Source: an optimization exercise on an open RTL-to-GDS flow (aim: small area, a short achievable clock period and few clock cycles). Production flows keep margins and buffers that such runs may drop.
Where RTL was checked, it was by simulation tests only, not by an equivalence proof against the original.
No activity file was given, so power comes from the tool's default toggle rates.

Design depth_zero_run_decoder, start of the top module:
module depth_zero_run_decoder (
   input  logic               clock,
   input  logic               reset,
   input  logic               req_valid,
   output logic               req_ready,
   input  logic [7:0]         req_data_byte,
   output logic               rsp_valid,
   input  logic               rsp_ready,
   output logic signed [15:0] rsp_depth_value,
   output logic [31:0]        rsp_repeat_count,
   output logic               rsp_frame_last,
   output logic               rsp_overrun_error
);
For scale: about 1,200 cells after synthesis, ~64 I/O pins.
clock: 11.0 ns
lec_check: 0
cap_margin: 20
core_margin: 2
core_utilization: 40
slew_margin: 20
standard.sh (not shown) runs the stock make flow with config.mk's settings and CLKGATE_MAP_FILE= SYNTH_SCRIPT=/design/flow/synth_recipe.tcl, a recipe that flattens the netlist after the stock synthesis.
==> flow/flow/run.sh <==
#!/bin/bash
# Standard ORFS layout (standard synthesis unchanged). repair_timing aims for
# extra setup slack so the achieved period shrinks; ports get plain buf_1
# buffers; the clock tree uses smaller buffers. Constraints and clock are
# unchanged.
set -euo pipefail
bash standard.sh SETUP_SLACK_MARGIN=7.5 TNS_END_PERCENT=10 \
   "BUFFER_PORTS_ARGS=-buffer_cell sky130_fd_sc_hd__buf_1" \
   "CTS_BUF_LIST=sky130_fd_sc_hd__clkbuf_4 sky130_fd_sc_hd__clkbuf_8" finish > orfs_flow.log 2>&1
Testbench counts at the start, summed over its fixed seeds: cycles 67,436.
Next try:
==> flow/flow/run.sh (replaced) <==
#!/bin/bash
# Standard ORFS layout, with repair_timing aiming for extra setup slack so
# that the achieved period shrinks. Constraints and clock are unchanged.
set -euo pipefail
bash standard.sh SETUP_SLACK_MARGIN=7.5 finish > orfs_flow.log 2>&1
Outcome:
- cell area went up by 9.0%
- power goes up by 12%
- critical path depth went up by 11
- hold slack gets worse by 0.0061 ns

* * *

Another version of the RTL of depth_zero_run_decoder (not shown whole).
Size in the first run: roughly 130 flip-flops, ~9800 um^2 of cells after synthesis.
clock: 11.0 ns
lec_check: 0
cap_margin: 20
core_margin: 2
core_utilization: 40
slew_margin: 20
run.sh (not shown) runs the stock make flow with config.mk's settings and CLKGATE_MAP_FILE= SYNTH_SCRIPT=/design/flow/synth_recipe.tcl, a recipe that flattens the netlist after the stock synthesis.
Stock flow here: none of the scripts above is used.
The starting point went through all stages and came out clean.
Edit:
==> flow/flow/run.sh (new file) <==
#!/bin/bash
# Standard ORFS layout, with repair_timing aiming for extra setup slack so
# that the achieved period shrinks. Constraints and clock are unchanged.
set -euo pipefail
bash standard.sh SETUP_SLACK_MARGIN=7.5 finish > orfs_flow.log 2>&1
==> flow/standard.sh (new file) <==
#!/bin/bash
# synth_recipe.tcl (not shown) runs the flow's synth.tcl, then flattens the netlist and writes it again
# the make line also repeats each setting of config.mk as NAME=value (left out here)
make -C /OpenROAD-flow-scripts/flow DESIGN_CONFIG=/design/flow/config.mk WORK_HOME=/design/flow/orfs CLKGATE_MAP_FILE= SYNTH_SCRIPT=/design/flow/synth_recipe.tcl "${@:-finish}"
removed: flow/run.sh
After rerunning: Cell area is higher by about a fifth. Via count rose by a few percent. Power climbs by about a fifth. Routed wire length climbs by roughly a tenth. Die area is unchanged. Maximum frequency climbs by well over a third. Clock power goes down by a few percent. Register-to-register slack gets better by 1.9 ns. Sequential power grows by a few percent. Worst setup slack is better by 1.9 ns.
No run of this note included a check of the RTL's function; only the layout flow was run.

* * *

depth_zero_run_decoder with an RTL version that a note above also has.
Size in the first run: about 64 I/O pins, roughly 9200 um2 of cells after synthesis.
export LEC_CHECK = 0
export CAP_MARGIN = 20
export CORE_MARGIN = 2
export CORE_UTILIZATION = 40
export SLEW_MARGIN = 20
create_clock -name core_clock -period 11.0 [get_ports {clock}]
standard.sh (not shown) runs the stock make flow with config.mk's settings and CLKGATE_MAP_FILE= SYNTH_SCRIPT=/design/flow/synth_recipe.tcl, a recipe that flattens the netlist after the stock synthesis.
==> flow/flow/run.sh <==
#!/bin/bash
# Standard ORFS layout (standard synthesis unchanged). repair_timing aims for
# extra setup slack so the achieved period shrinks; ports get plain buf_1
# buffers; the clock tree uses smaller buffers. Constraints and clock are
# unchanged.
set -euo pipefail
bash standard.sh SETUP_SLACK_MARGIN=7.25 TNS_END_PERCENT=100  \
   "BUFFER_PORTS_ARGS=-buffer_cell sky130_fd_sc_hd__buf_1" \
   "CTS_BUF_LIST=sky130_fd_sc_hd__clkbuf_4 sky130_fd_sc_hd__clkbuf_8" finish > orfs_flow.log 2>&1
The first run finished with timing, DRC and antenna clean.
Testbench counts at the start, summed over its fixed seeds: cycles 67,436.
Edit:
--- a/flow/flow/run.sh
+++ b/flow/flow/run.sh
@@ -6,3 +6,3 @@
 set -euo pipefail
-bash standard.sh SETUP_SLACK_MARGIN=7.25 TNS_END_PERCENT=100  \
+bash standard.sh SETUP_SLACK_MARGIN=7.75 TNS_END_PERCENT=100  \
    "BUFFER_PORTS_ARGS=-buffer_cell sky130_fd_sc_hd__buf_1" \
Effect: Wire length increases by 7.7%. Register-to-register slack improves by 210 ps. Die area does not change. Power climbs by about 14%. Cell count climbs by about 3.7%. Clock power is about the same. Count of clock-buffer cells in the layout does not change.
Edit:
--- a/flow/flow/run.sh
+++ b/flow/flow/run.sh
@@ -6,3 +6,3 @@
 set -euo pipefail
-bash standard.sh SETUP_SLACK_MARGIN=7.75 TNS_END_PERCENT=100  \
+bash standard.sh SETUP_SLACK_MARGIN=7.5 TNS_END_PERCENT=100 GPL_TIMING_DRIVEN=1 \
    "BUFFER_PORTS_ARGS=-buffer_cell sky130_fd_sc_hd__buf_1" \
The changed run finished clean; worst setup slack gains 82 ps; worst hold slack loses 5.4 ps; sequential cell count does not change; design area went down by 8.1%; register-to-register slack gets better by 100 ps; wire length shrinks by 5.5%.
Edit:
--- a/flow/flow/run.sh
+++ b/flow/flow/run.sh
@@ -6,3 +6,3 @@
 set -euo pipefail
-bash standard.sh SETUP_SLACK_MARGIN=7.5 TNS_END_PERCENT=100 GPL_TIMING_DRIVEN=1 \
+bash standard.sh SETUP_SLACK_MARGIN=7.5 TNS_END_PERCENT=100 CORE_UTILIZATION=65 \
    "BUFFER_PORTS_ARGS=-buffer_cell sky130_fd_sc_hd__buf_1" \
What happened:
- The new run completed with no timing, DRC or antenna violations
- via count goes up by a few percent
- utilization rises by 29 points
- total power is higher by a few percent
- register-to-register slack got worse by 90 ps
- worst setup slack loses 72 ps
- cell count went down by a little under a tenth

-- separate check: timing with driven ports --
Ports are ideal in the flow. The routed layouts listed here were re-timed in OpenROAD.
Step 1, drivers: a clkbuf_16 drives clock and a buf_2 each remaining input, both assumed.
Step 2 moves the port delays by t, midway between the first and last clock arrival at a register: inputs arrive t later, outputs are due t later. That takes back most of the time a late clock gives input paths.
Slacks: no drivers / after step 1 / after step 2; pairs: no drivers / after step 1.
run | t, ns | setup slack, ns | slew at the worst register clock pin (ns)
the first run of note 1 | 0.518 | 7.449 / 7.453 / 6.935 | 0.10 / 0.10
the second run of note 1 | 0.478 | 7.344 / 7.344 / 7.105 | 0.07 / 0.07
the first run of note 2 | 0.480 | 5.038 / 5.038 / 5.038 | 0.07 / 0.07
the second run of note 2 | 0.480 | 6.957 / 6.957 / 6.708 | 0.07 / 0.07
the first run of note 3 | 0.520 | 7.226 / 7.226 / 6.824 | 0.10 / 0.10
the second run of note 3 | 0.520 | 7.438 / 7.438 / 7.199 | 0.11 / 0.11
the third run of note 3 | 0.518 | 7.519 / 7.475 / 7.053 | 0.10 / 0.10
the fourth run of note 3 | 0.509 | 7.448 / 7.448 / 7.069 | 0.09 / 0.09
After both steps every run listed still meets setup and hold. For the first run of note 1, which loses most, drivers alone change the setup slack by +0.004 ns; drivers and shift together by -0.514 ns.
